What follows belongs to an exercise in optimizing a design on an open flow for small area, a short achievable clock period and few clock cycles per item; a production flow would make more cautious choices. At most, simulation tests tie the RTL to the original design; equivalence was not proved. Power and IR drop assume default switching activity.

// proc_core_param
module proc_core_param #(
    parameter int DATA_W = 16,
    parameter int NREG   = 16,
    parameter int PC_W   = 8
) (
    input  logic                    clk,
    input  logic                    rst,
    input  logic                    run,
    output logic [PC_W-1:0]         imem_addr,
    input  logic [DATA_W-1:0]       imem_data,
    input  logic [$clog2(NREG)-1:0] dbg_sel,
    output logic [DATA_W-1:0]       dbg_data,
    output logic                    done,
    output logic                    halted,
    output logic                    zero_flag,
    output logic                    carry_flag,
    output logic                    illegal
);
Size: ~1,400 cells after synthesis, ~330 flip-flops, ~52 I/O pins, about 17,000 µm² of cells after synthesis.
==> flow/config.mk <==
export PLATFORM = sky130hd
export DESIGN_NAME = proc_core_param
export DESIGN_NICKNAME = proc_core_param
export VERILOG_FILES = /design/flow/design.v
export SDC_FILE = /design/flow/constraint.sdc
export NUM_CORES = 4
export LEC_CHECK = 0
export CAP_MARGIN = 20
export CORE_MARGIN = 2
export CORE_UTILIZATION = 50
export CTS_CLUSTER_DIAMETER = 100
export CTS_CLUSTER_SIZE = 20
export SETUP_SLACK_MARGIN = 2.4
export SLEW_MARGIN = 20
export SYNTH_HIERARCHICAL = 1
export SYNTH_MINIMUM_KEEP_SIZE = 0
==> flow/constraint.sdc <==
create_clock -name core_clock -period 6.0 [get_ports {clk}]
set_input_delay 1.2000 -clock core_clock [delete_from_list [all_inputs] [get_ports {clk}]]
set_output_delay 1.2000 -clock core_clock [all_outputs]
set_load 0.01 [all_outputs]
run.sh (not shown) runs the stock make flow with config.mk's settings and CLKGATE_MAP_FILE= SYNTH_SCRIPT=/design/flow/synth_recipe.tcl, a recipe that flattens the netlist after the stock synthesis.
The first run completed without violations.
Next try:
SETUP_SLACK_MARGIN = 2.0   (was 2.4)
Clock-buffer cell count increases by 1.
Synthesized cell count is unchanged.
Clock skew rose by 0.0037 ns.
Design area fell by 5.0%.
Via count shrinks by 1.4%.
Next try:
==> flow/flow/run.sh (new file) <==
#!/bin/bash
# Standard layout, with gate sizing not restricted to same-footprint cells.
bash standard.sh MATCH_CELL_FOOTPRINT=0 finish > standard.log 2>&1
==> flow/standard.sh (new file) <==
#!/bin/bash
# synth_recipe.tcl (not shown) runs the flow's synth.tcl, then flattens the netlist and writes it again
# the make line also repeats each setting of config.mk as NAME=value (left out here)
make -C /OpenROAD-flow-scripts/flow DESIGN_CONFIG=/design/flow/config.mk WORK_HOME=/design/flow/orfs CLKGATE_MAP_FILE= SYNTH_SCRIPT=/design/flow/synth_recipe.tcl "${@:-finish}"
SETUP_SLACK_MARGIN = 2.4   (was 2.0)
removed: flow/run.sh
After rerunning:
- The new run completed with no timing, DRC or antenna violations
- wire length barely changes
- synthesized area stays the same
- power is higher by 5.2%
- final cell count went up by 2.2%
- clock power stays flat
- die area is unchanged
No functional check of the RTL was part of any run of this note.

========
Another version of the RTL of proc_core_param (not shown whole).
For scale: roughly 1400 cells after synthesis, ~330 flip-flops, roughly 52 I/O pins, roughly 0.017 mm2 of cells after synthesis.
Settings: LEC_CHECK=0, CAP_MARGIN=20, CORE_MARGIN=2, CORE_UTILIZATION=50, CTS_CLUSTER_DIAMETER=100, CTS_CLUSTER_SIZE=20, SETUP_SLACK_MARGIN=2.4, SLEW_MARGIN=20, SYNTH_HIERARCHICAL=1, SYNTH_MINIMUM_KEEP_SIZE=0; clock period 6.0 ns.
Stock flow here: none of the scripts above is used.
Edit:
==> flow/flow/run.sh (new file) <==
#!/bin/bash
# Standard layout; the port buffers are buf_4 cells instead of the default choice.
bash standard.sh "BUFFER_PORTS_ARGS=-buffer_cell sky130_fd_sc_hd__buf_4" finish > standard.log 2>&1
==> flow/standard.sh (new file) <==
#!/bin/bash
# synth_recipe.tcl (not shown) runs the flow's synth.tcl, then flattens the netlist and writes it again
# the make line also repeats each setting of config.mk as NAME=value (left out here)
make -C /OpenROAD-flow-scripts/flow DESIGN_CONFIG=/design/flow/config.mk WORK_HOME=/design/flow/orfs CLKGATE_MAP_FILE= SYNTH_SCRIPT=/design/flow/synth_recipe.tcl "${@:-finish}"
removed: flow/run.sh
Core utilization fell by 1.8 points. Routed wire length hardly moves. Die area is unchanged. Synthesized area does not change. Synthesized cell count does not change. Worst hold slack loses 0.0083 ns. Setup slack gains 0.24 ns. Cell area fell by 2.8%. Clock-buffer cell count stays the same. Fmax rose by 6.3%. Critical path depth rose by 7.
No functional check of the RTL was part of any run of this note.

========
proc_core_param, a different RTL version from the one above (not shown whole).
For scale: roughly 0.019 mm^2 of cells after synthesis.
==> flow/config.mk <==
export PLATFORM = sky130hd
export DESIGN_NAME = proc_core_param
export DESIGN_NICKNAME = proc_core_param
export VERILOG_FILES = /design/flow/design.v
export SDC_FILE = /design/flow/constraint.sdc
export NUM_CORES = 4
export LEC_CHECK = 0
export CAP_MARGIN = 20
export CORE_MARGIN = 2
export CORE_UTILIZATION = 50
export CTS_BUF_LIST = sky130_fd_sc_hd__clkbuf_4 sky130_fd_sc_hd__clkbuf_8
export SETUP_SLACK_MARGIN = 2.0
export SLEW_MARGIN = 20
==> flow/constraint.sdc <==
create_clock -name core_clock -period 6.0 [get_ports {clk}]
set_input_delay 1.2000 -clock core_clock [delete_from_list [all_inputs] [get_ports {clk}]]
set_output_delay 1.2000 -clock core_clock [all_outputs]
set_load 0.01 [all_outputs]
Stock flow here: none of the scripts above is used.
The first run produced a clean layout.
Edit:
Settings changed: CTS_BUF_LIST sky130_fd_sc_hd__clkbuf_4 sky130_fd_sc_hd__clkbuf_8 to unset, SETUP_SLACK_MARGIN 2.0 to unset.
The new run produced a clean layout. Wire length shrinks by 4.1%. Register-to-register slack got worse by 0.51 ns. Die area does not change. Count of clock-buffer cells in the layout goes down by 42. Area after synthesis is unchanged. Hold slack is about the same. Total power shrinks by 2.0%. Setup slack degrades by 0.76 ns.
No run of this note included a check of the RTL's function; only the layout flow was run.

========
## build 79
proc_core_param, a different RTL version from the one above (not shown whole).
Size in the first run: roughly 1900 cells after synthesis, about 52 I/O pins, about 0.016 mm² of cells after synthesis.
clock: 6.0 ns
lec_check: 0
cap_margin: 20
core_margin: 2
core_utilization: 50
cts_cluster_diameter: 100
cts_cluster_size: 22
setup_slack_margin: 2.2
slew_margin: 20
synth_hierarchical: 1
synth_minimum_keep_size: 0
standard.sh (not shown) runs the stock make flow with config.mk's settings and CLKGATE_MAP_FILE= SYNTH_SCRIPT=/design/flow/synth_recipe.tcl, a recipe that flattens the netlist after the stock synthesis.
==> flow/flow/run.sh <==
#!/bin/bash
# Standard layout; the port buffers are buf_4 cells instead of the default
# choice, and before global routing extra gate sizing runs on the worst paths
# (flow/pre_grt.tcl).
bash standard.sh "BUFFER_PORTS_ARGS=-buffer_cell sky130_fd_sc_hd__buf_4" "PRE_GLOBAL_ROUTE_TCL=$PWD/flow/pre_grt.tcl" finish > standard.log 2>&1
==> flow/flow/pre_grt.tcl <==
# Greedy gate sizing on the worst setup paths before global routing (with
# placement parasitics, re-estimated after every change): for each cell on the worst path, try the other drive
# strengths of the same cell and keep the change that most improves that path
# without lowering the worst slack. Then downsize cells off the critical paths;
# both twice. Then legalize the placement.
proc my_sizes {cell} {
  set name [get_name $cell]
  if {![regexp {^(.*_)[0-9]+$} $name -> base]} { return {} }
  set out {}
  foreach c [get_lib_cells */${base}*] {
    set n [get_name $c]
    if {[regexp "^${base}\[0-9\]+\$" $n]} { lappend out $n }
  }
  return $out
}

proc my_worst {} { return [expr {[sta::worst_slack_cmd max] * 1e9}] }

proc my_ep_slack {ep} {
  return [get_property [lindex [find_timing_paths -to $ep -path_delay max] 0] slack]
}

# Upsize or downsize one cell at a time on the worst path: a change is kept when
# it improves that path's endpoint without lowering the worst slack.
proc my_size_pass {max_iter target} {
  set changed 0
  for {set it 0} {$it < $max_iter} {incr it} {
    estimate_parasitics -placement
    set ws [my_worst]
    if {$ws >= $target} { break }
    set pe [lindex [find_timing_paths -path_delay max -sort_by_slack -group_path_count 1] 0]
    set ep [get_property $pe endpoint]
    set insts {}
    foreach pt [get_property $pe points] {
      set pin [get_property $pt pin]
      if {[$pin instance] eq "NULL"} { continue }
      if {[get_property $pin direction] ne "output"} { continue }
      set inst [get_cells -of_objects $pin]
      if {[regexp {__(e?df|dl|sdf)} [get_property $inst ref_name]]} { continue }
      lappend insts $inst
    }
    set best_es $ws
    set best {}
    foreach inst $insts {
      set iname [get_full_name $inst]
      set cur [get_property $inst ref_name]
      foreach cand [my_sizes [get_lib_cells */$cur]] {
        if {$cand eq $cur} { continue }
        replace_cell $iname [lindex [get_lib_cells */$cand] 0]
        estimate_parasitics -placement
        set es [my_ep_slack $ep]
        if {$es > $best_es + 0.001 && [my_worst] >= $ws - 0.0001} {
          set best_es $es
          set best [list $iname $cand]
        }
        replace_cell $iname [lindex [get_lib_cells */$cur] 0]
      }
    }
    if {$best eq {}} { break }
    replace_cell [lindex $best 0] [lindex [get_lib_cells */[lindex $best 1]] 0]
    incr changed
    puts "my_size: [lindex $best 0] -> [lindex $best 1], [get_full_name $ep] $ws -> $best_es, worst [my_worst]"
  }
  return $changed
}

# Downsize cells off the critical paths: a smaller drive strength is kept when
# every path through the cell keeps at least guard ns more slack than the
# worst slack had before, and the worst slack does not drop.
proc my_downsize_pass {guard} {
  estimate_parasitics -placement
  set ws0 [my_worst]
  set changed 0
  set saved 0.0
  foreach inst [get_cells *] {
    set cur [get_property $inst ref_name]
    if {[regexp {__(e?df|dl|sdf|clkbuf|clkinv|tap|fill|decap)} $cur]} { continue }
    set sizes [my_sizes [get_lib_cells */$cur]]
    if {[llength $sizes] < 2} { continue }
    set cur_area [get_property [lindex [get_lib_cells */$cur] 0] area]
    set iname [get_full_name $inst]
    set outs {}
    foreach p [get_pins -of_objects $inst -filter "direction == output"] { lappend outs $p }
    if {$outs eq {}} { continue }
    # smaller cells, smallest first
    set cands {}
    foreach c $sizes {
      set a [get_property [lindex [get_lib_cells */$c] 0] area]
      if {$a < $cur_area - 0.01} { lappend cands [list $a $c] }
    }
    foreach ac [lsort -real -index 0 $cands] {
      set c [lindex $ac 1]
      replace_cell $iname [lindex [get_lib_cells */$c] 0]
      estimate_parasitics -placement
      set ok [expr {[my_worst] >= $ws0 - 0.0001}]
      if {$ok} {
        set pe [lindex [find_timing_paths -through [lindex $outs 0] -path_delay max] 0]
        if {$pe ne "" && [get_property $pe slack] < $ws0 + $guard} { set ok 0 }
      }
      if {$ok} {
        incr changed
        set saved [expr {$saved + $cur_area - [lindex $ac 0]}]
        break
      }
      replace_cell $iname [lindex [get_lib_cells */$cur] 0]
    }
  }
  estimate_parasitics -placement
  puts "my_downsize: $changed cells, [format %.1f $saved] um2 saved, worst slack $ws0 -> [my_worst]"
  return $changed
}

set_propagated_clock [all_clocks]
estimate_parasitics -placement
puts "my_size: start, worst slack [my_worst]"
set n [my_size_pass 100 2.7]
my_downsize_pass 0.05
incr n [my_size_pass 100 2.7]
my_downsize_pass 0.05
detailed_placement
estimate_parasitics -placement
puts "my_size: resized $n cells, worst slack [my_worst]"
Testbench counts of build 79, summed over its fixed seeds: cycles 21,661, instrs 15,299.
#### Input delta (build 13 over build 79)
Settings: a change of CTS_CLUSTER_SIZE from 22 to 20.
==> flow/flow/pre_grt.tcl <==
# Greedy gate sizing on the worst setup paths before global routing (with
# placement parasitics): for each cell on the worst path, try the other drive
# strengths of the same cell and keep the change that most improves that path
# without lowering the worst slack. Then legalize the placement.
proc my_sizes {cell} {
  set name [get_name $cell]
  if {![regexp {^(.*_)[0-9]+$} $name -> base]} { return {} }
  set out {}
  foreach c [get_lib_cells */${base}*] {
    set n [get_name $c]
    if {[regexp "^${base}\[0-9\]+\$" $n]} { lappend out $n }
  }
  return $out
}

proc my_worst {} { return [expr {[sta::worst_slack_cmd max] * 1e9}] }

proc my_ep_slack {ep} {
  return [get_property [lindex [find_timing_paths -to $ep -path_delay max] 0] slack]
}

# Upsize or downsize one cell at a time on the worst path: a change is kept when
# it improves that path's endpoint without lowering the worst slack.
proc my_size_pass {max_iter target} {
  set changed 0
  for {set it 0} {$it < $max_iter} {incr it} {
    set ws [my_worst]
    if {$ws >= $target} { break }
    set pe [lindex [find_timing_paths -path_delay max -sort_by_slack -group_path_count 1] 0]
    set ep [get_property $pe endpoint]
    set insts {}
    foreach pt [get_property $pe points] {
      set pin [get_property $pt pin]
      if {[$pin instance] eq "NULL"} { continue }
      if {[get_property $pin direction] ne "output"} { continue }
      set inst [get_cells -of_objects $pin]
      if {[regexp {__(e?df|dl|sdf)} [get_property $inst ref_name]]} { continue }
      lappend insts $inst
    }
    set best_es $ws
    set best {}
    foreach inst $insts {
      set iname [get_full_name $inst]
      set cur [get_property $inst ref_name]
      foreach cand [my_sizes [get_lib_cells */$cur]] {
        if {$cand eq $cur} { continue }
        replace_cell $iname [lindex [get_lib_cells */$cand] 0]
        set es [my_ep_slack $ep]
        if {$es > $best_es + 0.001 && [my_worst] >= $ws - 0.0001} {
          set best_es $es
          set best [list $iname $cand]
        }
        replace_cell $iname [lindex [get_lib_cells */$cur] 0]
      }
    }
    if {$best eq {}} { break }
    replace_cell [lindex $best 0] [lindex [get_lib_cells */[lindex $best 1]] 0]
    incr changed
    puts "my_size: [lindex $best 0] -> [lindex $best 1], [get_full_name $ep] $ws -> $best_es, worst [my_worst]"
  }
  return $changed
}

set_propagated_clock [all_clocks]
estimate_parasitics -placement
puts "my_size: start, worst slack [my_worst]"
set n [my_size_pass 400 2.7]
detailed_placement
estimate_parasitics -placement
puts "my_size: resized $n cells, worst slack [my_worst]"
--- outcome ---
Build 13 | stages: all done | timing, DRC, antenna: all pass
Compared with build 79, in build 13 arrival time at the worst endpoint +80 ps, relative contribution of sequential cells to total power has decreased, combinational group share of total power has increased, layout clock buffer count now larger.
On total power, the lower figure sits with build 79, not build 13.
Of build 79 and build 13, build 13 shows the lower final wirelength, with build 79 above it.
For build 13, the topmost layer with routed signal wires was met4, unlike build 79, where it was met5.
Against build 79, build 13 comes in 2 higher on total clock buffers created by CTS.
On number of standard cells in the layout, taps in and fillers out, build 79 and build 13 are basically level.
As of build 13, count of filler cells inserted in the layout had fallen slightly compared to build 79.
### build 13 -> build 63
Settings: swapping 50 for 60 in CORE_UTILIZATION; swapping 2.2 for 2.35 in SETUP_SLACK_MARGIN; swapping 20 for 22 in CTS_CLUSTER_SIZE.
diff --git a/flow/flow/pre_grt.tcl b/flow/flow/pre_grt.tcl
--- a/flow/flow/pre_grt.tcl
+++ b/flow/flow/pre_grt.tcl
@@ -1,3 +1,3 @@
 # Greedy gate sizing on the worst setup paths before global routing (with
-# placement parasitics): for each cell on the worst path, try the other drive
+# placement parasitics, re-estimated after every change): for each cell on the worst path, try the other drive
 # strengths of the same cell and keep the change that most improves that path
@@ -26,2 +26,3 @@
   for {set it 0} {$it < $max_iter} {incr it} {
+    estimate_parasitics -placement
     set ws [my_worst]
@@ -47,2 +48,3 @@
         replace_cell $iname [lindex [get_lib_cells */$cand] 0]
+        estimate_parasitics -placement
         set es [my_ep_slack $ep]
@@ -66,3 +68,3 @@
 puts "my_size: start, worst slack [my_worst]"
-set n [my_size_pass 400 2.7]
+set n [my_size_pass 100 2.7]
 detailed_placement
Notes after the runs:
Build 63 | status: complete | timing, DRC, antenna: pass. dbg_data[9] as the end of the critical path was reported by build 13, and dbg_data[7] by build 63. Number of instances in the placed design (lower): build 63. Build 63: wire length on met3 is 18% higher than what build 13 reported. Max freq build 13 -> build 63: improved. Build 63 vs build 13: combinational power up by a few percent. Build 63 vs build 13 — utilization rose 13 points. Relative to build 13, maximum cell stage delay along the critical path decreased by 80 ps in build 63. Build 13 → build 63: power held; total vias in the final route picked up an extra 2.5%; final area +2.3%. Compared with build 13, build 63 instantiates a smaller number of standard cells. Of the two candidates, build 13 has the worse minimum clock period and build 63 the better one.
What build 49 does differently from build 63 at the input level:
Settings: SETUP_SLACK_MARGIN changed from 2.35 to 2.2.
diff --git a/flow/flow/pre_grt.tcl b/flow/flow/pre_grt.tcl
--- a/flow/flow/pre_grt.tcl
+++ b/flow/flow/pre_grt.tcl
@@ -3,3 +3,4 @@
 # strengths of the same cell and keep the change that most improves that path
-# without lowering the worst slack. Then legalize the placement.
+# without lowering the worst slack. Then downsize cells off the critical paths,
+# and legalize the placement.
 proc my_sizes {cell} {
@@ -65,2 +66,48 @@
 
+# Downsize cells off the critical paths: a smaller drive strength is kept when
+# every path through the cell keeps at least guard ns more slack than the
+# worst slack had before, and the worst slack does not drop.
+proc my_downsize_pass {guard} {
+  estimate_parasitics -placement
+  set ws0 [my_worst]
+  set changed 0
+  set saved 0.0
+  foreach inst [get_cells *] {
+    set cur [get_property $inst ref_name]
+    if {[regexp {__(e?df|dl|sdf|clkbuf|clkinv|tap|fill|decap)} $cur]} { continue }
+    set sizes [my_sizes [get_lib_cells */$cur]]
+    if {[llength $sizes] < 2} { continue }
+    set cur_area [get_property [lindex [get_lib_cells */$cur] 0] area]
+    set iname [get_full_name $inst]
+    set outs {}
+    foreach p [get_pins -of_objects $inst -filter "direction == output"] { lappend outs $p }
+    if {$outs eq {}} { continue }
+    # smaller cells, smallest first
+    set cands {}
+    foreach c $sizes {
+      set a [get_property [lindex [get_lib_cells */$c] 0] area]
+      if {$a < $cur_area - 0.01} { lappend cands [list $a $c] }
+    }
+    foreach ac [lsort -real -index 0 $cands] {
+      set c [lindex $ac 1]
+      replace_cell $iname [lindex [get_lib_cells */$c] 0]
+      estimate_parasitics -placement
+      set ok [expr {[my_worst] >= $ws0 - 0.0001}]
+      if {$ok} {
+        set pe [lindex [find_timing_paths -through [lindex $outs 0] -path_delay max] 0]
+        if {$pe ne "" && [get_property $pe slack] < $ws0 + $guard} { set ok 0 }
+      }
+      if {$ok} {
+        incr changed
+        set saved [expr {$saved + $cur_area - [lindex $ac 0]}]
+        break
+      }
+      replace_cell $iname [lindex [get_lib_cells */$cur] 0]
+    }
+  }
+  estimate_parasitics -placement
+  puts "my_downsize: $changed cells, [format %.1f $saved] um2 saved, worst slack $ws0 -> [my_worst]"
+  return $changed
+}
+
 set_propagated_clock [all_clocks]
@@ -69,2 +116,3 @@
 set n [my_size_pass 100 2.7]
+my_downsize_pass 0.05
 detailed_placement
Notes after the runs:
Build 63 has higher overall routing resource usage than build 49. The non-clock buffer count in build 49 is 0.915 times that in build 63. Final cycle utilization of the critical path was lower in the run labelled build 63. Of the two candidates, build 63 has the worse final total power and build 49 the better one.

## afterwards: timing with drivers on the ports
The results above use ideal ports. As a check the final layouts listed here were re-extracted and re-timed, cells and wires unchanged.
Step 1, drivers: a clkbuf_16 drives clk and a buf_2 each remaining input, both assumed.
Step 2, shift: input delay + t, output delay - t, t = (earliest + latest rising clock arrival at the registers) / 2. This alone moves slack from input paths to output paths.
Slacks: ideal / step 1 / step 2; pairs: ideal / step 1.
| run | shift t [ns] | slack for setup (ns) | worst hold slack (ns) | worst setup path after step 2 | latest minus earliest clock arrival (ns) |
|---|---|---|---|---|---|
| the first run of note 1 | 0.590 | 1.981 / 1.913 / 1.454 | 0.484 / 0.484 / 0.484 | input to register | 0.028 / 0.028 |
| the second run of note 1 | 0.584 | 1.947 / 1.899 / 1.415 | 0.492 / 0.492 / 0.492 | input to register | 0.035 / 0.034 |
| the third run of note 1 | 0.590 | 1.960 / 1.897 / 1.496 | 0.490 / 0.490 / 0.490 | input to register | 0.030 / 0.030 |
| the first run of note 2 | 0.583 | 1.934 / 1.957 / 1.374 | 0.492 / 0.492 / 0.492 | input to register | 0.019 / 0.018 |
| the second run of note 2 | 0.581 | 2.176 / 2.176 / 1.840 | 0.483 / 0.483 / 0.483 | input to register | 0.021 / 0.021 |
| the first run of note 3 | 0.686 | 2.012 / 1.834 / 1.551 | 0.476 / 0.476 / 0.476 | input to register | 0.032 / 0.032 |
| the second run of note 3 | 0.597 | 1.253 / 1.228 / 1.228 | 0.474 / 0.474 / 0.474 | input to output | 0.019 / 0.019 |
| build 79 | 0.577 | 2.255 / 2.208 / 1.933 | 0.458 / 0.458 / 0.458 | input to register | 0.017 / 0.017 |
| build 13 | 0.590 | 2.176 / 2.114 / 1.968 | 0.459 / 0.459 / 0.459 | input to register | 0.023 / 0.022 |
| build 63 | 0.573 | 2.326 / 2.274 / 1.892 | 0.483 / 0.483 / 0.483 | input to register | 0.016 / 0.016 |
| build 49 | 0.573 | 2.217 / 2.168 / 1.940 | 0.468 / 0.468 / 0.468 | input to register | 0.021 / 0.021 |
After both steps setup and hold are still met in every run listed. The setup slack of the first run of note 2, which loses most, moves by +0.023 ns with the drivers and by -0.560 ns with both steps.
